What follows belongs to an exercise in optimizing a design on an open flow for small area, a short achievable clock period and few clock cycles per item; a production flow would make more cautious choices.
At most, simulation tests tie the RTL to the original design; equivalence was not proved.
The RTL of runs 2 to 5 was laid out without a check of its function.

==> flow/design.v, too long to show whole: its modules and the start of the top module <==
// module fp_mul_arbiter: 153 lines
// module mul24_csn: 1619 lines
// module bsel_cell: 4 lines
// module bsel1_cell: 3 lines
// module fa_cell: 4 lines
// module ha_cell: 4 lines
// module xnor_cell: 3 lines
// module or_cell: 3 lines
module fp_mul_arbiter #(
   parameter int unsigned CALC_CYCLES = 1
) (
   input  logic        clk,
   input  logic        rst,
   input  logic        req0_valid,
   input  logic        req1_valid,
   output logic        req0_ready,
   output logic        req1_ready,
   input  logic [31:0] req0_a,
   input  logic [31:0] req0_b,
   input  logic [31:0] req1_a,
   input  logic [31:0] req1_b,
   output logic        rsp_valid,
   input  logic        rsp_ready,
   output logic        rsp_id,
   output logic [31:0] rsp_data,
   output logic        busy
);
  // ...
==> flow/flow/run.sh <==
#!/bin/bash
set -euo pipefail
bash standard.sh "BUFFER_PORTS_ARGS=-buffer_cell sky130_fd_sc_hd__buf_1" SETUP_SLACK_MARGIN=5.9 finish > make.log 2>&1
==> flow/standard.sh <==
#!/bin/bash
# synth_recipe.tcl (not shown) runs the flow's synth.tcl, then flattens the netlist and writes it again
# the make line also repeats each setting of config.mk as NAME=value (left out here)
make -C /OpenROAD-flow-scripts/flow DESIGN_CONFIG=/design/flow/config.mk WORK_HOME=/design/flow/orfs CLKGATE_MAP_FILE= SYNTH_SCRIPT=/design/flow/synth_recipe.tcl "${@:-finish}"
==> flow/config.mk <==
export PLATFORM = sky130hd
export DESIGN_NAME = fp_mul_arbiter
export DESIGN_NICKNAME = fp_mul_arbiter
export VERILOG_FILES = /design/flow/design.v
export SDC_FILE = /design/flow/constraint.sdc
export NUM_CORES = 4
export LEC_CHECK = 0
export CAP_MARGIN = 20
export CORE_MARGIN = 2
export CORE_UTILIZATION = 55
export SETUP_SLACK_MARGIN = 5
export SLEW_MARGIN = 20
export SYNTH_HIERARCHICAL = 1
==> flow/constraint.sdc <==
create_clock -name core_clock -period 11.0 [get_ports {clk}]
set_input_delay 2.2000 -clock core_clock [delete_from_list [all_inputs] [get_ports {clk}]]
set_output_delay 2.2000 -clock core_clock [all_outputs]
set_load 0.01 [all_outputs]
==> impl_results.md, run 1 <==
- CP top delay family: simple AND/OR/NAND/NOR gates
- Top Ports: 170
- Met3 WL: 7245 um
- DR vias/cell: 6.032
- Compound-Gate Fraction of Synth Area: 7.313%
- DR top layer: met4
- Actual slew at the worst max-slew pin: 777.2 ps
- Resized cells post-CTS: 39
- Post-synthesis instance total: 2,454
- Initial antenna violation count: 1
- Setup violations, final: 0
- Tap cells: 600
- Clock sinks: 165
- Routed wire per std cell: 22.96 um
- H-tree levels: 4
- Number of cell rows: 78
- Hpwl dp: 48,980 um
- CP Launch Point: rsp_ready
- Num CTS Buffers: 17
- R2r startpoint: fb_q[9]
- Clock buf/inv share: 1.982%
- Fillers: 3,884
- Largest Register: dr_q
- Fmax: 195.6 MHz
- Status: timing/DRC/antenna clean
- Worst Skew: 24.84 ps
- Cell count along the critical path: 5
- Post-Place Worst Slack: 4958 ps
- DRC Markers: 0
- Design Area, Final: 26,960 sq um
Testbench counts, summed over its fixed seeds: cycles 3,224, items 3,200.
==> module fp_mul_arbiter, before the edit <==
module fp_mul_arbiter #(
   parameter int unsigned CALC_CYCLES = 1
) (
   input  logic        clk,
   input  logic        rst,
   input  logic        req0_valid,
   input  logic        req1_valid,
   output logic        req0_ready,
   output logic        req1_ready,
   input  logic [31:0] req0_a,
   input  logic [31:0] req0_b,
   input  logic [31:0] req1_a,
   input  logic [31:0] req1_b,
   output logic        rsp_valid,
   input  logic        rsp_ready,
   output logic        rsp_id,
   output logic [31:0] rsp_data,
   output logic        busy
);
   logic        ptr_q;
   logic        adv, grant1, acc;
   logic        va_q, ida_q, sga_q, nana_q, infa_q, zeroa_q;
   logic [22:0] fa_q, fb_q;    
   logic [8:0]  esa_q;         
   logic        vb_q, idb_q, sgnb_q, nanb_q, infb_q, zerob_q;
   logic [25:0] sbn_q, cbn_q;  
   logic        cib_q;         
   logic        stb_q;         
   logic [8:0]  esb_q;         
   logic        vr_q, idr_q;
   logic [31:0] dr_q;
   assign adv        = ~(vr_q & ~rsp_ready);
   assign grant1     = req1_valid & (~req0_valid | ptr_q);
   assign req0_ready = ~rst & adv & ~(req1_valid & ptr_q);
   assign req1_ready = ~rst & adv & (ptr_q | ~req0_valid);
   assign acc        = ~rst & adv & (req0_valid | req1_valid);
   assign rsp_valid = vr_q;
   assign rsp_id    = idr_q;
   assign rsp_data  = dr_q;
   assign busy      = va_q | vb_q | vr_q;
   logic [31:0] as, bs;
   logic [7:0]  e1, e2;
   logic        nan1, nan2, inf1, inf2, zero1, zero2;
   assign as    = grant1 ? req1_a : req0_a;
   assign bs    = grant1 ? req1_b : req0_b;
   assign e1    = as[30:23];
   assign e2    = bs[30:23];
   assign nan1  = (e1 == 8'hFF) && (as[22:0] != 23'd0);
   assign nan2  = (e2 == 8'hFF) && (bs[22:0] != 23'd0);
   assign inf1  = (e1 == 8'hFF) && (as[22:0] == 23'd0);
   assign inf2  = (e2 == 8'hFF) && (bs[22:0] == 23'd0);
   assign zero1 = (e1 == 8'd0);
   assign zero2 = (e2 == 8'd0);
   logic [22:0] f1, f2;
   logic [47:0] cs_sn, cs_cn;
   logic [23:0] lo;
   logic [23:0] za, zb;
   logic        low_zero;
   assign f1    = fa_q;
   assign f2    = fb_q;
   mul24_csn u_mul (.x(f1), .y(f2), .sn(cs_sn), .cn(cs_cn));
   assign lo = {cs_sn[21:0], 1'b1} + {cs_cn[21:0], 1'b1};
   always_comb begin
      za[0] = 1'b1;
      zb[0] = 1'b1;
      for (int k = 1; k < 24; k++) begin
         za[k] = za[k-1] & ~f1[k-1];
         zb[k] = zb[k-1] & ~f2[k-1];
      end
      low_zero = 1'b0;
      for (int k = 0; k <= 22; k++) low_zero = low_zero | (za[k] & zb[22-k]);
   end
   logic [26:0]       pbx;
   logic [25:0]       pb;     
   logic              p47, rnd0, rnd1, ovf0, ovf1, huge, tiny;
   logic [22:0]       inc0, inc1, frac;
   logic [9:0]        ex0, ex1, ex2, ex;
   logic [31:0]       res;
   assign pbx  = {sbn_q, 1'b1} + {cbn_q, ~cib_q};
   assign pb   = ~pbx[26:1];
   assign p47  = pb[25];
   assign inc0 = pb[23:1] + 23'd1;
   assign inc1 = pb[24:2] + 23'd1;
   assign rnd0 = pb[0] & (stb_q | pb[1]);
   assign rnd1 = pb[1] & (stb_q | pb[0] | pb[2]);
   assign ovf0 = rnd0 & (&pb[24:1]);
   assign ovf1 = rnd1 & (&pb[24:2]);
   assign ex0  = {1'b0, esb_q} - 10'd127;
   assign ex1  = {1'b0, esb_q} - 10'd126;
   assign ex2  = {1'b0, esb_q} - 10'd125;
   logic [2:0] hg, tn;
   logic       sel2, sel1;
   assign hg[0] = ~ex0[9] & (ex0[8] | (&ex0[7:0]));
   assign hg[1] = ~ex1[9] & (ex1[8] | (&ex1[7:0]));
   assign hg[2] = ~ex2[9] & (ex2[8] | (&ex2[7:0]));
   assign tn[0] = ex0[9] | (ex0 == 10'd0);
   assign tn[1] = ex1[9] | (ex1 == 10'd0);
   assign tn[2] = ex2[9] | (ex2 == 10'd0);
   assign sel2 = p47 & ovf1;
   assign sel1 = p47 ? ~ovf1 : ovf0;
   always_comb begin
      frac = p47 ? (rnd1 ? inc1 : pb[24:2]) : (rnd0 ? inc0 : pb[23:1]);
      ex   = sel2 ? ex2 : (sel1 ? ex1 : ex0);
      huge = sel2 ? hg[2] : (sel1 ? hg[1] : hg[0]);
      tiny = sel2 ? tn[2] : (sel1 ? tn[1] : tn[0]);
      if (nanb_q) begin
         res = 32'h7FC0_0000;
      end else if (infb_q || huge) begin
         res = {sgnb_q, 8'hFF, 23'd0};
      end else if (zerob_q || tiny) begin
         res = {sgnb_q, 31'd0};
      end else begin
         res = {sgnb_q, ex[7:0], frac};
      end
   end
   always_ff @(posedge clk) begin
      if (rst) begin
         ptr_q <= 1'b0;
         va_q  <= 1'b0;
         vb_q  <= 1'b0;
         vr_q  <= 1'b0;
      end else if (adv) begin
         if (acc) ptr_q <= ~grant1;
         va_q <= acc;
         vb_q <= va_q;
         vr_q <= vb_q;
      end
   end
   always_ff @(posedge clk) begin
      if (adv) begin
         ida_q   <= grant1;
         sga_q   <= as[31] ^ bs[31];
         fa_q    <= as[22:0];
         fb_q    <= bs[22:0];
         esa_q   <= {1'b0, e1} + {1'b0, e2};
         nana_q  <= nan1 | nan2 | (inf1 & zero2) | (zero1 & inf2);
         infa_q  <= inf1 | inf2;
         zeroa_q <= zero1 | zero2;
         idb_q   <= ida_q;
         sgnb_q  <= sga_q;
         nanb_q  <= nana_q;
         infb_q  <= infa_q;
         zerob_q <= zeroa_q;
         esb_q   <= esa_q;
         sbn_q   <= cs_sn[47:22];
         cbn_q   <= cs_cn[47:22];
         cib_q   <= ~lo[23];
         stb_q   <= ~low_zero;
         idr_q   <= idb_q;
         dr_q    <= res;
      end
   end
endmodule
==> run 2, diff against run 1 <==
--- a/flow/design.v
+++ b/flow/design.v
@@ -20,3 +20,3 @@
    logic        ptr_q;
-   logic        adv, grant1, acc;
+   logic        adv, grant1, acc, ld0, ld1, hold;
    logic        va_q, ida_q, sga_q, nana_q, infa_q, zeroa_q;
@@ -36,2 +36,5 @@
    assign acc        = ~rst & adv & (req0_valid | req1_valid);
+   assign ld0        = adv & ~grant1;
+   assign ld1        = adv & grant1;
+   assign hold       = ~adv;
    assign rsp_valid = vr_q;
@@ -129,2 +132,6 @@
    always_ff @(posedge clk) begin
+      fa_q <= ({23{ld0}} & req0_a[22:0]) | ({23{ld1}} & req1_a[22:0]) | ({23{hold}} & fa_q);
+      fb_q <= ({23{ld0}} & req0_b[22:0]) | ({23{ld1}} & req1_b[22:0]) | ({23{hold}} & fb_q);
+   end
+   always_ff @(posedge clk) begin
       if (adv) begin
@@ -132,4 +139,2 @@
          sga_q   <= as[31] ^ bs[31];
-         fa_q    <= as[22:0];
-         fb_q    <= bs[22:0];
          esa_q   <= {1'b0, e1} + {1'b0, e2};
==> flow/flow/run.sh (replaced) <==
#!/bin/bash
set -euo pipefail
bash standard.sh "BUFFER_PORTS_ARGS=-buffer_cell sky130_fd_sc_hd__buf_1" SETUP_SLACK_MARGIN=5.5 finish > make.log 2>&1
==> impl_results.md, run 2 <==
- Post-layout worst setup margin: 5596 ps
- DR vias/cell: 6.153 (+2.0%)
- DRC Markers: 0 (unchanged)
- Number of synthesized flops with an enable pin: 115
- Global-route usage over all layers: 31.67%
- Largest register FFs: 32
- Yosys top cell by area: fa_1
- Fmax: 185.1 MHz (-5.4%)
- Total negative slack: 0 ps
- Worst Hold End: esb_q[2]
- Post-Place Worst Slack: 4580 ps (-378.4 ps)
- Crit path time final: 5404 ps
- Finished Layout Cells: 3,173
- Actual slew at the worst max-slew pin: 996.2 ps (+219.0 ps)
- Initial antenna violation count: 2 (+1)
- CTS Hold Buffers Added: 0
- Number of cell rows: 78 (unchanged)
- Reg2reg end: cib_q
- Vias in the first global route: 20,320
- Setup violations, final: 0 (unchanged)
- Library cells used by synthesis: 94
- Starting Density: 55.40%
- Top post-synthesis cells by count: nand2_1, fa_1, nor2_1
- Hold WC Path Type: reg2reg
- Initial DRC count: 1,710
- Fillers: 3,939 (+1.4%)
- Hold depth: 0
- Most frequent cells in the layout: nand2_1, fa_1, buf_1
- R2r startpoint: fb_q[15]
- Clock sinks: 165 (unchanged)
- Largest Register: dr_q
- Die width: 217.3 um
- Num CTS Buffers: 17 (unchanged)
- Period utilization: 49.13%
- Most common cell after layout, fill and taps aside: nand2_1
- Top Ports: 170 (unchanged)
- Crit Path Class: reg2reg
- Status: timing/DRC/antenna clean
- Yosys reg bits: 165
- Final hold violation count: 0
- Critical path arrival: 5670 ps
- Area Growth Syn to Fin: 6.723%
- Final Max Slew Viols: 0
- Post-route ant nets: 0
- Crit-path max FO: 22
- Worst-Skew Late Latency: 470 ps
- Final core utilization: 59.12%
- Hpwl dp: 51,910 um (+6.0%)
- Count leader, synth: nand2_1
- Synth area leaders: fa_1, edfxtp_1, nand2_1
- H-tree levels: 4 (unchanged)
- Post-synthesis instance total: 2,510 (+2.3%)
- Largest net degree at the start of global routing: 94
- Worst reg2reg setup slack: 5600 ps
- RSZ-0062 raised after global routing: yes
- Worst-path clk slew: 80 ps
- CTS tree: built
- 1st-pass router iterations: 5
- Syn Std Cell Area: 25,030 sq um
- Layout cells sized above 1: 9.059%
- Slew margin rel.: 33.11%
- Yosys warns: 7
- DIE AREA: 47,240 sq um
- Sequential share of the synthesized area: 17.79%
- First-pass GRT wire length: 114,300 um
- Startpoint Class: flop
- Die Height: 217.3 um
- Routed wire per std cell: 23.78 um (+3.6%)
- Via count: 19,530
- Max Root-Sink Buffers: 2
- Crit path required time: 11,260 ps
- Setup crit end kind: flop
- Worst Skew: 12.39 ps (-12.45 ps)
- Layout net count: 3,239
- FF-to-FF path depth: 14
- Top cell type's share of synthesized area: 38.79%
- Biggest regs: dr_q x32, cbn_q x26, sbn_q x26
- Clock Tree Root: clkbuf_16
- Core area: 45,190 sq um
- Min-delay src: esa_q[2]
- Final Wtd Congestion: 0.9176
- Max-cap violation count: 0
- Asr flop ratio synth: 0%
- Total congestion overflow: 0
- Routed wire length: 75,440 um
- Number of instances in the placed design: 3,079
- I/O Buffers: 169
- Ys flop type: edfxtp_1
- Mean Syn Cell Area: 9.973 sq um
-- run 2: cells by family after synthesis --
logic type                 after synthesis  synth area share, %
buffers and inverters                  328                9.222
other                                    2              0.03000
AOI/OAI and AO/OA                      325                9.072
and+or+nand+nor                       1048                18.48
xor gates and xnor gates                79                2.854
muxes                                   16               0.6647
adders and majority gates              547                41.89
DFF                                    165                17.79
-- run 2: per-module statistics from Yosys (local to each module, per instance) --
module,cells,flip-flops and latches,copies in the design,cell area [sq um]
fa_cell,1,0,483,20.02
fp_mul_arbiter,1216,165,1,11100
mul24_csn,765,0,1,3923
or_cell,1,0,23,6.256
xnor_cell,1,0,23,8.758
-- run 2: worst max path at each step --
stage | endpoint | from | depth (start not counted) | slack, ps
floorplan | req1_ready | rsp_ready | 4 | 5830
global route | cib_q | fb_q[15] | 14 | 5480
finish | cib_q | fb_q[15] | 14 | 5600
global placement | cib_q | fb_q[3] | 18 | 4580
detailed placement | cib_q | fb_q[3] | 18 | 4580
CTS | cib_q | fb_q[0] | 18 | 5350
-- run 2: critical path, stage by stage, from the launching register on --
cell	delay [ps]
dfxtp_1	460
buf_8	290
nand2_1	120
fa_1	490
fa_1	470
fa_1	440
fa_1	490
fa_1	530
fa_1	500
or2_1	270
ha_1	310
nand4_1	100
nor2_1	80
a221o_1	330
a31oi_4	290
-- run 2: metrics by stage --
stage          area [sq um]  hold slack (ps)
2_1_floorplan         25040            400.3
3_3_place_gp          24800            400.9
3_5_place_dp          24800            404.5
4_1_cts               25520            419.0
5_1_grt               26710            427.6
6_report              26720            422.0
-- run 2: timing repair --
action / in CTS / in global routing
cloned: 2 / 16
gates resized for setup: 25 / 130
hold endpoints to repair: 0 / 0
buffers inserted: 0 / 43
setup endpoints to repair: 25 / 25
pin swaps: 1 / 7
-- run 2: area by class of cell --
class                   instances  area, sq um  area share [%]
well taps                     600        750.7           2.810
clock buffers                  17        425.4           1.592
clock inverters                15        178.9          0.6697
flip-flops and latches        165         4559           17.07
diodes                          1        2.502        0.009367
multi-input cells            2021        18390           68.85
repair inverters                1        8.758         0.03278
inverters                      78        319.1           1.194
repair buffers                275         2077           7.774
-- run 2: per-layer routing --
metal / wire length [um] / track usage [%]
met5: 12 / 0
met4: 2572 / 11.85
met3: 8195 / 6.653
met2: 33010 / 47.66
met1: 31650 / 45.40
==> run 3, diff against run 2 <==
--- a/flow/design.v
+++ b/flow/design.v
@@ -20,3 +20,3 @@
    logic        ptr_q;
-   logic        adv, grant1, acc, ld0, ld1, hold;
+   logic        adv, grant1, acc;
    logic        va_q, ida_q, sga_q, nana_q, infa_q, zeroa_q;
@@ -29,3 +29,3 @@
    logic [8:0]  esb_q;         
-   logic        vr_q, idr_q;
+   logic        vr_q, idr_q, nanr_q, infr_q, zeror_q;
    logic [31:0] dr_q;
@@ -36,8 +36,7 @@
    assign acc        = ~rst & adv & (req0_valid | req1_valid);
-   assign ld0        = adv & ~grant1;
-   assign ld1        = adv & grant1;
-   assign hold       = ~adv;
    assign rsp_valid = vr_q;
    assign rsp_id    = idr_q;
-   assign rsp_data  = dr_q;
+   assign rsp_data  = nanr_q  ? 32'h7FC0_0000 :
+                      infr_q  ? {dr_q[31], 8'hFF, 23'd0} :
+                      zeror_q ? {dr_q[31], 31'd0} : dr_q;
    assign busy      = va_q | vb_q | vr_q;
@@ -81,2 +80,3 @@
    logic [31:0]       res;
+   logic              res_inf, res_zero;
    assign pbx  = {sbn_q, 1'b1} + {cbn_q, ~cib_q};
@@ -108,11 +108,5 @@
       tiny = sel2 ? tn[2] : (sel1 ? tn[1] : tn[0]);
-      if (nanb_q) begin
-         res = 32'h7FC0_0000;
-      end else if (infb_q || huge) begin
-         res = {sgnb_q, 8'hFF, 23'd0};
-      end else if (zerob_q || tiny) begin
-         res = {sgnb_q, 31'd0};
-      end else begin
-         res = {sgnb_q, ex[7:0], frac};
-      end
+      res      = {sgnb_q, ex[7:0], frac};
+      res_inf  = infb_q | huge;
+      res_zero = zerob_q | tiny;
    end
@@ -132,6 +126,2 @@
    always_ff @(posedge clk) begin
-      fa_q <= ({23{ld0}} & req0_a[22:0]) | ({23{ld1}} & req1_a[22:0]) | ({23{hold}} & fa_q);
-      fb_q <= ({23{ld0}} & req0_b[22:0]) | ({23{ld1}} & req1_b[22:0]) | ({23{hold}} & fb_q);
-   end
-   always_ff @(posedge clk) begin
       if (adv) begin
@@ -139,2 +129,4 @@
          sga_q   <= as[31] ^ bs[31];
+         fa_q    <= as[22:0];
+         fb_q    <= bs[22:0];
          esa_q   <= {1'b0, e1} + {1'b0, e2};
@@ -155,2 +147,5 @@
          dr_q    <= res;
+         nanr_q  <= nanb_q;
+         infr_q  <= res_inf;
+         zeror_q <= res_zero;
       end
==> impl_results.md, run 3 <==
- Worst Skew: 17.46 ps (+5.069 ps)
- Setup violations, final: 0 (unchanged)
- Die width: 217.8 um (+0.23%)
- Synth area leaders: fa_1, edfxtp_1, nand2_1
- Routed wire per std cell: 22.37 um (-5.9%)
- Worst reg2reg setup slack: 5710 ps (+120 ps)
- Library cells used by synthesis: 89 (-5.3%)
- Num CTS Buffers: 17 (unchanged)
- Top post-synthesis cells by count: nand2_1, fa_1, edfxtp_1
- Vias in the first global route: 19,520 (-4.0%)
- Startpoint Class: flop
- Layout net count: 3,244 (+0.15%)
- Status: timing/DRC/antenna clean
- Count leader, synth: nand2_1
- Max-cap violation count: 0 (unchanged)
- Top cell by count, worst path: fa_1
- Routed wire length: 71,070 um (-5.8%)
- Slew margin rel.: 33.70% (+0.59 points)
- Worst-Skew Late Latency: 490 ps (+20 ps)
- Ys flop type: edfxtp_1
- Number of synthesized flops with an enable pin: 164 (+43%)
- Via count: 18,940 (-3.0%)
- Mean Syn Cell Area: 10.19 sq um (+2.2%)
- Layout cells sized above 1: 8.149% (-0.91 points)
- Sequential share of the synthesized area: 19.90% (+2.1 points)
- Fmax: 189.1 MHz (+2.2%)
- Most common cell after layout, fill and taps aside: nand2_1
- Setup crit end kind: flop
- Most frequent cells in the layout: nand2_1, fa_1, buf_1
- DIE AREA: 47,450 sq um (+0.46%)
- Actual slew at the worst max-slew pin: 994.5 ps (-1.662 ps)
- Critical path arrival: 5630 ps (-40 ps)
- I/O Buffers: 169 (unchanged)
- CP Cell Sequence: buf_12, buf_4, nand2_1, fa_1, fa_1, fa_1, fa_1, fa_1, fa_1, xnor2_1, ha_1, nor2b_1, o21ai_0, nand2b_1, a221o_1, a31oi_1
- Hpwl dp: 48,140 um (-7.3%)
- Critical-path top delay cell: fa_1
- Crit Path Class: reg2reg
- H-tree levels: 4 (unchanged)
- Largest Register: dr_q
- Yosys top cell by area: fa_1
- CTS Hold Buffers Added: 0 (unchanged)
- Area Growth Syn to Fin: 6.925%
- Total negative slack: 0 ps (unchanged)
- Top cell type's share of synthesized area: 38.61% (-0.18 points)
- Final hold violation count: 0 (unchanged)
- Finished Layout Cells: 3,177 (+0.13%)
- Core area: 45,280 sq um (+0.22%)
- 1st-pass router iterations: 5 (unchanged)
- DR vias/cell: 5.961 (-3.1%)
- Number of instances in the placed design: 3,049 (-0.97%)
- Asr flop ratio synth: 0% (unchanged)
- First-pass GRT wire length: 107,500 um (-6.0%)
- Global-route usage over all layers: 30.20% (-1.5 points)
- Post-Place Worst Slack: 4997 ps (+416.9 ps)
- CP top delay family: adder cells
- Crit path required time: 11,340 ps (+80 ps)
- Crit-path max FO: 11 (-50%)
- Crit path time final: 5287 ps (-116.9 ps)
- Starting Density: 55.54% (+0.14 points)
- Biggest regs: dr_q x32, cbn_q x26, sbn_q x26
- Yosys warns: 7 (unchanged)
- Ant. Diodes: 0 (-1)
- Initial DRC count: 1,943 (+14%)
- Period utilization: 48.06% (-1.1 points)
- Top Ports: 170 (unchanged)
- Syn Std Cell Area: 25,150 sq um (+0.46%)
- Clock sinks: 168 (+1.8%)
- Worst Path Buf+Inv: 2 (+1)
- Worst-path clk slew: 70 ps (about the same)
- Post-layout worst setup margin: 5713 ps (+116.9 ps)
- Max incr delay on CP: 600 ps (+70 ps)
- Post-route ant nets: 0 (unchanged)
- CTS tree: built
- Total congestion overflow: 0 (unchanged)
- Final Max Slew Viols: 0 (unchanged)
- Number of cell rows: 78 (unchanged)
- Largest net degree at the start of global routing: 86 (-8.5%)
- Largest register FFs: 32 (unchanged)
- RSZ-0062 raised after global routing: yes
- Hold WC Path Type: reg2reg
- Post-synthesis instance total: 2,468 (-1.7%)
- Clock Tree Root: clkbuf_16
- Final Wtd Congestion: 0.9054 (-1.3%)
- DRC Markers: 0 (unchanged)
- Max Root-Sink Buffers: 2 (unchanged)
- Initial antenna violation count: 0 (-2)
- Die Height: 217.8 um (+0.23%)
- Yosys reg bits: 168 (+1.8%)
## run 3: kinds of logic (layout without fill, tap and decap cells)
kind of cell | after synthesis | in the layout | share of synthesized area (%)
buffers and inverters | 316 | 423 | 8.910
AO/OA/AOI/OAI | 270 | 270 | 7.159
adder cells (fa/ha/maj) | 547 | 547 | 41.69
flip-flops | 168 | 168 | 19.90
other | 2 | 4 | 0.02986
AND/OR/NAND/NOR | 1054 | 1054 | 18.30
XOR/XNOR | 89 | 89 | 3.129
multiplexers | 22 | 22 | 0.8806
## run 3: layout make-up
class,count,area (sq um)
timing repair buffer,307,2258
clock buffer,17,425.4
multi-input combinational,1986,17960
tap,600,750.7
clock inverter,15,175.2
inverter,84,319.1
fill,3827,18390
sequential,168,5005
## run 3: per-module statistics from Yosys (local to each module, per instance)
module,flops+latches,cells inside,times used,cell area [sq um]
fp_mul_arbiter,168,1174,1,11210
mul24_csn,0,765,1,3923
fa_cell,0,1,483,20.02
xnor_cell,0,1,23,8.758
or_cell,0,1,23,6.256
## run 3: what timing repair did
action	CTS	global route
hold endpoints to repair	0	0
setup endpoints to repair	1	7
setup buffers	57	26
gates cloned	0	13
pin swaps	0	1
gates resized for setup	2	62
## run 3: final timing paths
kind | start | end | cells past startpoint
max | fa_q[14] | cib_q | 16
min | esa_q[5] | esb_q[5] | 0
max reg2reg | fa_q[14] | cib_q | 16
min reg2reg | esa_q[5] | esb_q[5] | 0
## run 3: metal layers
layer | share of wire, % | GRT usage, % | vias to the layer above
met2 | 47 | 47.75 | 1107
met1 | 39 | 39.96 | 9425
met3 | 10 | 6.974 | 198
li1 | - | - | 8207
met4 | 3.8 | 13.72 | 0
met5 | 0 | 0 | -
## run 3: worst register-to-register path: stages (launching register included)
cell and delay, ps:
edfxtp_1 400, buf_12 120, buf_4 230, nand2_1 120
fa_1 510, fa_1 470, fa_1 460, fa_1 470
fa_1 600, fa_1 460, xnor2_1 180, ha_1 260
nor2b_1 130, o21ai_0 180, nand2b_1 80, a221o_1 340
a31oi_1 130
## run 3: per-stage QoR
| stage | area (sq um) | hold slack (ps) | util, % |
|---|---|---|---|
| floorplan | 25160 | 400.3 | - |
| global placement | 24960 | 403.8 | 55.11 |
| detailed placement | 24960 | 404.5 | 55.11 |
| CTS | 26110 | 419.8 | 57.66 |
| global route | 26890 | 426.9 | 59.38 |
| finish | 26890 | 417.4 | 59.38 |
==> run 4, diff against run 3 <==
==> flow/flow/run.sh (replaced) <==
#!/bin/bash
set -euo pipefail
bash standard.sh "BUFFER_PORTS_ARGS=-buffer_cell sky130_fd_sc_hd__buf_1" SETUP_SLACK_MARGIN=5.7 finish > make.log 2>&1
==> impl_results.md, run 4 <==
- Crit path time final: 5134 ps (-152.6 ps)
- CTS tree: built
- Max-cap violation count: 0 (unchanged)
- Worst reg2reg setup slack: 5870 ps (+150 ps)
- Die Height: 217.8 um (unchanged)
- Via count: 19,200 (+1.4%)
- H-tree levels: 4 (unchanged)
- R2r startpoint: fa_q[19]
- Crit-path max FO: 25 (+14)
- XOR/XNOR Fraction of Synth Area: 3.129% (unchanged)
- Ys flop type: edfxtp_1
- Initial antenna violation count: 0 (unchanged)
- Setup crit end: cib_q
- Layout cells sized above 1: 9.827% (+1.7 points)
- Finished Layout Cells: 3,205 (+0.88%)
- Sequential share of the synthesized area: 19.90% (unchanged)
- Total congestion overflow: 0 (unchanged)
- Largest net degree at the start of global routing: 79 (-8.1%)
- Final Wtd Congestion: 0.9175 (+1.3%)
- Mux contribution to synthesized area: 0.8806% (unchanged)
- CP Launch Point: fa_q[19]
- CTS Hold Buffers Added: 0 (unchanged)
- First-pass GRT wire length: 107,900 um (+0.40%)
- DRC Markers: 0 (unchanged)
- Worst Skew: 11.08 ps (-6.383 ps)
- Actual slew at the worst max-slew pin: 1031 ps (+36.41 ps)
- Number of instances in the placed design: 3,053 (+0.13%)
- Top cell type's share of synthesized area: 38.61% (unchanged)
- Clock Tree Root: clkbuf_16
- Largest family of logic cells by synthesized area: adder cells
- Ant. Diodes: 0 (unchanged)
- Post-route ant nets: 0 (unchanged)
- Die width: 217.8 um (unchanged)
- Top Ports: 170 (unchanged)
- Design Area, Final: 27,340 sq um (+1.7%)
- Starting Density: 55.54% (unchanged)
- DR vias/cell: 5.990 (+0.49%)
- Synth area leaders: fa_1, edfxtp_1, nand2_1
- Initial DRC count: 1,952 (+0.46%)
- Asr flop ratio synth: 0% (unchanged)
- Num CTS Buffers: 17 (unchanged)
- Mean Syn Cell Area: 10.19 sq um (unchanged)
- Layout net count: 3,272 (+0.86%)
- Critical path arrival: 5480 ps (-150 ps)
- Biggest regs: dr_q x32, cbn_q x26, sbn_q x26
- Crit Path Class: reg2reg
- Routed wire length: 72,450 um (+1.9%)
- Startpoint Class: flop
- RSZ-0062 raised after global routing: yes
- Fmax: 194.8 MHz (+3.0%)
- Worst-path clk slew: 70 ps (about the same)
- Final Max Slew Viols: 0 (unchanged)
- Max Root-Sink Buffers: 2 (unchanged)
- Period utilization: 46.68% (-1.4 points)
- Routed wire per std cell: 22.61 um (+1.1%)
- Library cells used by synthesis: 89 (unchanged)
- Most common cell after layout, fill and taps aside: nand2_1
- Vias in the first global route: 19,580 (+0.30%)
- Status: timing/DRC/antenna clean
- Reg2reg end: cib_q
- Slew margin rel.: 31.27% (-2.4 points)
- Yosys warns: 7 (unchanged)
- Setup violations, final: 0 (unchanged)
- Global-route usage over all layers: 30.24% (+0.037 points)
- Top post-synthesis cells by count: nand2_1, fa_1, edfxtp_1
- Total negative slack: 0 ps (unchanged)
- Post-synthesis instance total: 2,468 (unchanged)
- Syn Std Cell Area: 25,150 sq um (unchanged)
- Crit path required time: 11,350 ps (about the same)
- Yosys reg bits: 168 (unchanged)
- Fillers: 3,801 (-0.68%)
- Most frequent cells in the layout: nand2_1, fa_1, buf_1
- Final hold violation count: 0 (unchanged)
- DIE AREA: 47,450 sq um (unchanged)
- Hpwl dp: 47,830 um (-0.64%)
- 1st-pass router iterations: 8 (+3)
- Fraction of the mapped netlist area in adder cells: 41.69% (unchanged)
- Core area: 45,280 sq um (unchanged)
- Area Growth Syn to Fin: 8.712%
- Count leader, synth: nand2_1
- Clock sinks: 168 (unchanged)
- Largest Register: dr_q
- Compound-Gate Fraction of Synth Area: 7.159% (unchanged)
- Setup crit end kind: flop
- Worst-Skew Late Latency: 490 ps (about the same)
- Number of synthesized flops with an enable pin: 164 (unchanged)
- Yosys top cell by area: fa_1
- I/O Buffers: 169 (unchanged)
- Number of cell rows: 78 (unchanged)
- Area after DPL: 24,990 sq um (+0.14%)
- Hold WC Path Type: reg2reg
- Largest register FFs: 32 (unchanged)
- FF-to-FF path depth: 14 (-2)
- Post-Synth Simple-Gate Area: 18.30% (unchanged)
[run 4: cell counts after synthesis]
Identical to the previous run, type by type.
[run 4: Yosys stat by module, one instance, submodules excluded]
module,cell area (sq um),cells,times used,flops+latches
mul24_csn,3923,765,1,0
fa_cell,20.02,1,483,0
fp_mul_arbiter,11210,1174,1,168
xnor_cell,8.758,1,23,0
or_cell,6.256,1,23,0
[run 4: worst min path at each step]
stage,startpoint,endpoint,slack (ps),cells past startpoint
after detailed placement,sgnb_q,dr_q[31],410,0
final,sga_q,sgnb_q,420,0
after floorplan,sgnb_q,dr_q[31],400,0
after global placement,infa_q,infb_q,400,0
after global routing,esa_q[8],esb_q[8],420,0
after CTS,esa_q[8],esb_q[8],420,0
[run 4: stage by stage]
stage | setup slack [ps] | utilization (%) | hold WS [ps]
5_1_grt | 5667 | 60.38 | 421.3
3_5_place_dp | 5089 | 55.19 | 406.1
2_1_floorplan | 5751 | - | 400.3
3_3_place_gp | 5231 | 55.19 | 402.1
4_1_cts | 5703 | 57.38 | 420.9
6_report | 5866 | 60.38 | 416.0
[run 4: final cells by class]
| type | count | area, sq um | area share [%] |
|---|---|---|---|
| clock inverter | 14 | 172.7 | 0.6316 |
| clock buffer | 18 | 429.2 | 1.570 |
| tap | 600 | 750.7 | 2.746 |
| timing repair buffer | 335 | 2654 | 9.707 |
| sequential | 168 | 5005 | 18.31 |
| inverter | 84 | 322.8 | 1.181 |
| multi-input combinational | 1986 | 18010 | 65.86 |
[run 4: cell families after synthesis]
logic type	after synthesis
flops	168
simple gates	1054
xor+xnor	89
fa+ha+maj	547
compound gates	270
buf+inv	316
mux	22
other cells	2
[run 4: repair_timing]
action | CTS | global route
cloned | 0 | 21
hold endpoints to repair | 0 | 0
endpoints found under the setup margin | 1 | 13
resized for setup | 23 | 86
pin swaps | 0 | 21
buffers inserted | 32 | 67
[run 4: worst max-delay path, stage by stage, from the launching register on]
cell and delay (ps):
edfxtp_1 330, buf_4 400, nand2_1 140, fa_1 520, fa_1 600, fa_1 460, fa_1 410, fa_1 530
fa_1 470, xnor2_2 260, ha_1 290, nand4_1 100, nor2_1 60, a221o_1 290, a31oi_1 130
[run 4: layer usage]
layer	part of all wire (%)	GRT usage, %
met1	40	39.69
met2	47	48.30
met3	9.9	6.513
met4	3.8	14.13
met5	0	0
==> run 5, diff against run 4 <==
--- a/flow/design.v
+++ b/flow/design.v
@@ -26,6 +26,6 @@
    logic [25:0] sbn_q, cbn_q;  
-   logic        cib_q;         
+   logic        cibn_q;        
    logic        stb_q;         
    logic [8:0]  esb_q;         
-   logic        vr_q, idr_q, nanr_q, infr_q, zeror_q;
+   logic        vr_q, idr_q;
    logic [31:0] dr_q;
@@ -38,5 +38,3 @@
    assign rsp_id    = idr_q;
-   assign rsp_data  = nanr_q  ? 32'h7FC0_0000 :
-                      infr_q  ? {dr_q[31], 8'hFF, 23'd0} :
-                      zeror_q ? {dr_q[31], 31'd0} : dr_q;
+   assign rsp_data  = dr_q;
    assign busy      = va_q | vb_q | vr_q;
@@ -76,8 +74,7 @@
    logic [25:0]       pb;     
-   logic              p47, rnd0, rnd1, ovf0, ovf1, huge, tiny;
-   logic [22:0]       inc0, inc1, frac;
-   logic [9:0]        ex0, ex1, ex2, ex;
+   logic              p47, rnd0, rnd1, ovf0, ovf1;
+   logic [22:0]       inc0, inc1;
+   logic [9:0]        ex0, ex1, ex2;
    logic [31:0]       res;
-   logic              res_inf, res_zero;
-   assign pbx  = {sbn_q, 1'b1} + {cbn_q, ~cib_q};
+   assign pbx  = {sbn_q, 1'b1} + {cbn_q, cibn_q};
    assign pb   = ~pbx[26:1];
@@ -94,3 +91,2 @@
    logic [2:0] hg, tn;
-   logic       sel2, sel1;
    assign hg[0] = ~ex0[9] & (ex0[8] | (&ex0[7:0]));
@@ -101,13 +97,14 @@
    assign tn[2] = ex2[9] | (ex2 == 10'd0);
-   assign sel2 = p47 & ovf1;
-   assign sel1 = p47 ? ~ovf1 : ovf0;
+   logic [31:0] res0, res1;
    always_comb begin
-      frac = p47 ? (rnd1 ? inc1 : pb[24:2]) : (rnd0 ? inc0 : pb[23:1]);
-      ex   = sel2 ? ex2 : (sel1 ? ex1 : ex0);
-      huge = sel2 ? hg[2] : (sel1 ? hg[1] : hg[0]);
-      tiny = sel2 ? tn[2] : (sel1 ? tn[1] : tn[0]);
-      res      = {sgnb_q, ex[7:0], frac};
-      res_inf  = infb_q | huge;
-      res_zero = zerob_q | tiny;
+      if (nanb_q)                               res0 = 32'h7FC0_0000;
+      else if (infb_q || (ovf0 ? hg[1] : hg[0])) res0 = {sgnb_q, 8'hFF, 23'd0};
+      else if (zerob_q || (ovf0 ? tn[1] : tn[0])) res0 = {sgnb_q, 31'd0};
+      else res0 = {sgnb_q, ovf0 ? ex1[7:0] : ex0[7:0], rnd0 ? inc0 : pb[23:1]};
+      if (nanb_q)                               res1 = 32'h7FC0_0000;
+      else if (infb_q || (ovf1 ? hg[2] : hg[1])) res1 = {sgnb_q, 8'hFF, 23'd0};
+      else if (zerob_q || (ovf1 ? tn[2] : tn[1])) res1 = {sgnb_q, 31'd0};
+      else res1 = {sgnb_q, ovf1 ? ex2[7:0] : ex1[7:0], rnd1 ? inc1 : pb[24:2]};
    end
+   assign res = p47 ? res1 : res0;
    always_ff @(posedge clk) begin
@@ -143,3 +140,3 @@
          cbn_q   <= cs_cn[47:22];
-         cib_q   <= ~lo[23];
+         cibn_q  <= lo[23];
          stb_q   <= ~low_zero;
@@ -147,5 +144,2 @@
          dr_q    <= res;
-         nanr_q  <= nanb_q;
-         infr_q  <= res_inf;
-         zeror_q <= res_zero;
       end
==> impl_results.md, run 5 <==
- Period utilization: 47.62% (+0.95 points)
- First-pass GRT wire length: 108,300 um (+0.41%)
- FF-to-FF path depth: 14 (unchanged)
- Largest Register: dr_q
- RSZ-0062 raised after global routing: yes
- Fillers: 3,792 (-0.24%)
- Total congestion overflow: 0 (unchanged)
- Vias in the first global route: 19,160 (-2.2%)
- Hold WC Path Type: reg2reg
- Routed length on met2: 32,920 um (-2.7%)
- Clock Tree Root: clkbuf_16
- Asr flop ratio synth: 0% (unchanged)
- Top cell type's share of synthesized area: 39.02% (+0.41 points)
- Initial antenna violation count: 2 (+2)
- Worst reg2reg setup slack: 5760 ps (-100 ps)
- Reg2reg end: cibn_q
- Total negative slack: 0 ps (unchanged)
- Startpoint Class: flop
- CTS Hold Buffers Added: 0 (unchanged)
- Biggest regs: dr_q x32, cbn_q x26, sbn_q x26
- CTS tree: built
- Max Root-Sink Buffers: 2 (unchanged)
- Setup crit end kind: flop
- Number of cell rows: 77 (-1.3%)
- Post-route ant nets: 0 (unchanged)
- Routed wire length: 73,680 um (+1.7%)
- Num CTS Buffers: 17 (unchanged)
- Die width: 216.7 um (-0.52%)
- Final hold violation count: 0 (unchanged)
- Top cell by count, worst path: fa_1
- Post-synthesis instance total: 2,420 (-1.9%)
- Final Wtd Congestion: 0.9146 (-0.32%)
- Critical path arrival: 5450 ps (-30 ps)
- Fmax: 190.9 MHz (-2.0%)
- Clock sinks: 165 (-1.8%)
- H-tree levels: 4 (unchanged)
- Starting Density: 56.03% (+0.49 points)
- Crit-path max FO: 25 (unchanged)
- Met3 WL: 8856 um (+23%)
- Area Growth Syn to Fin: 7.713%
- 1st-pass router iterations: 6 (-2)
- Crit Path Class: reg2reg
- Initial DRC count: 2,045 (+4.8%)
- Library cells used by synthesis: 77 (-13%)
- Actual slew at the worst max-slew pin: 1149 ps (+117.6 ps)
- Most frequent cells in the layout: nand2_1, fa_1, buf_1
- Top Ports: 170 (unchanged)
- DRC Markers: 0 (unchanged)
- Syn Std Cell Area: 24,890 sq um (-1.0%)
- Synth area leaders: fa_1, edfxtp_1, nand2_1
- I/O Buffers: 169 (unchanged)
- Crit path time final: 5239 ps (+104.4 ps)
- Setup violations, final: 0 (unchanged)
- Max-cap violation count: 0 (unchanged)
- Routed wire per std cell: 23.64 um (+4.6%)
- Largest net degree at the start of global routing: 63 (-20%)
- CP top delay family: adder cells
- Slew margin rel.: 23.43% (-7.8 points)
- Top post-synthesis cells by count: nand2_1, fa_1, edfxtp_1
- Fin Hold WS: 415.6 ps (-0.3470 ps)
- Mean Syn Cell Area: 10.28 sq um (+0.91%)
- Number of synthesized flops with an enable pin: 161 (-1.8%)
- Core area: 44,410 sq um (-1.9%)
- Met1 wire length: 30,270 um (+5.6%)
- Hold depth: 0 (unchanged)
- Most common cell after layout, fill and taps aside: nand2_1
- Sequential share of the synthesized area: 19.75% (-0.15 points)
- DR top layer: met5
- Layout cells sized above 1: 8.241% (-1.6 points)
- Worst-Skew Late Latency: 460 ps (-30 ps)
- Worst-path clk slew: 70 ps (about the same)
- Global-route usage over all layers: 30.42% (+0.18 points)
- Largest register FFs: 32 (unchanged)
- Layout net count: 3,191 (-2.5%)
- Yosys reg bits: 165 (-1.8%)
- Ys flop type: edfxtp_1
- DR vias/cell: 6.007 (+0.28%)
- Yosys top cell by area: fa_1
- Via count: 18,720 (-2.5%)
- Max incr delay on CP: 540 ps (-60 ps)
- Die Height: 216.7 um (-0.52%)
- Yosys warns: 7 (unchanged)
- Min-delay src: esa_q[1]
- Final Max Slew Viols: 0 (unchanged)
- Worst Path Buf+Inv: 1 (unchanged)
- CP Cell Sequence: buf_4, nand2_1, fa_1, fa_1, fa_1, fa_1, fa_1, fa_1, xnor2_1, ha_1, nand4_1, nor2_1, a221oi_2, o21ai_1
- Crit path required time: 11,210 ps (-140 ps)
- Worst Hold End: esb_q[1]
- Count leader, synth: nand2_1
- Hpwl dp: 49,030 um (+2.5%)
- Status: timing/DRC/antenna clean
- DIE AREA: 46,960 sq um (-1.0%)
- R2r startpoint: fb_q[17]
- Reg area: 4915 sq um (-1.8%)
- Critical-path top delay cell: fa_1
- Multi-input gate area: 17,850 sq um (-0.86%)
- Worst Skew: 15.81 ps (+4.732 ps)
==> run 5: cell type report <==
class	count	area share [%]
Multi-Input combinational cell	1949	66.60
Sequential cell	165	18.34
Timing Repair Buffer	297	9.070
Tap cell	592	2.763
Clock buffer	17	1.587
Inverter	81	1.148
Clock inverter	15	0.4901
Antenna cell	1	0.009336
==> run 5: modules after synthesis, one instance, submodules excluded <==
module,times used,cells,area (sq um)
fp_mul_arbiter,1,1126,10950
mul24_csn,1,765,3923
fa_cell,483,1,20.02
xnor_cell,23,1,8.758
or_cell,23,1,6.256
==> run 5: cell families (layout without fill, tap and decap cells) <==
group	Yosys count	in the layout	share of synthesized area, %
buf+inv	309	410	9.000
compound gates	237	237	6.310
other cells	2	5	0.03018
xor+xnor	106	106	3.731
fa+ha+maj	547	547	42.13
mux	29	29	1.262
flops	165	165	19.75
simple gates	1025	1026	17.78
==> run 5: how the worst max path moves through the flow <==
stage                     from        to  slack, ps  depth (start not counted)
floorplan           req0_valid  esa_q[8]       5750                         16
global placement       fb_q[4]    cibn_q       5090                         18
detailed placement     fb_q[4]    cibn_q       5010                         18
CTS                   fa_q[11]    cibn_q       5560                         19
global route          fa_q[10]    cibn_q       5560                         19
finish                fb_q[17]    cibn_q       5760                         14
==> run 5: layer usage <==
metal	up-vias	GRT usage, %
li1	8010	-
met1	9411	44.15
met2	1151	46.61
met3	147	6.737
met4	4	8.082
met5	-	0
==> run 5: what timing repair did <==
| item | in CTS | in global routing |
|---|---|---|
| setup buffers | 14 | 43 |
| setup endpoints to repair | 18 | 19 |
| gates cloned | 0 | 23 |
| pin swaps | 0 | 13 |
| gates resized for setup | 38 | 86 |
==> run 5: metrics by stage <==
stage	util, %	instances	worst slack, ps	cell area [sq um]
finish	60.35	3117	5761	26800
global route	60.35	3116	5556	26800
CTS	57.57	3049	5557	25570
detailed placement	55.63	3003	5013	24710
global placement	55.63	3003	5085	24710
floorplan	-	2422	5751	24900

## re-timing with driven ports
The results above use ideal ports. As a check the final layouts listed here were re-extracted and re-timed, cells and wires unchanged.
Step 1 assumes that a clkbuf_16 drives the clock port and a buf_2 every other input.
Step 2 also shifts input and output timing later by t, the mid clock arrival at the registers, as if the neighbouring blocks saw the same clock.
Three values: ideal ports, drivers, drivers and shift; two values: the first two.
run | t, ns | setup WS [ns] | pins driven straight from the clock port
run 1 | 0.542 | 5.888 / 5.862 / 5.580 | 1
run 2 | 0.522 | 5.596 / 5.596 / 5.467 | 1
run 3 | 0.548 | 5.713 / 5.713 / 5.315 | 1
run 4 | 0.551 | 5.866 / 5.866 / 5.525 | 1
run 5 | 0.512 | 5.761 / 5.761 / 5.542 | 1
After both steps every run listed still meets setup and hold. The setup slack of run 3, which loses most, moves by 0.000 ns with the drivers and by -0.398 ns with both steps.
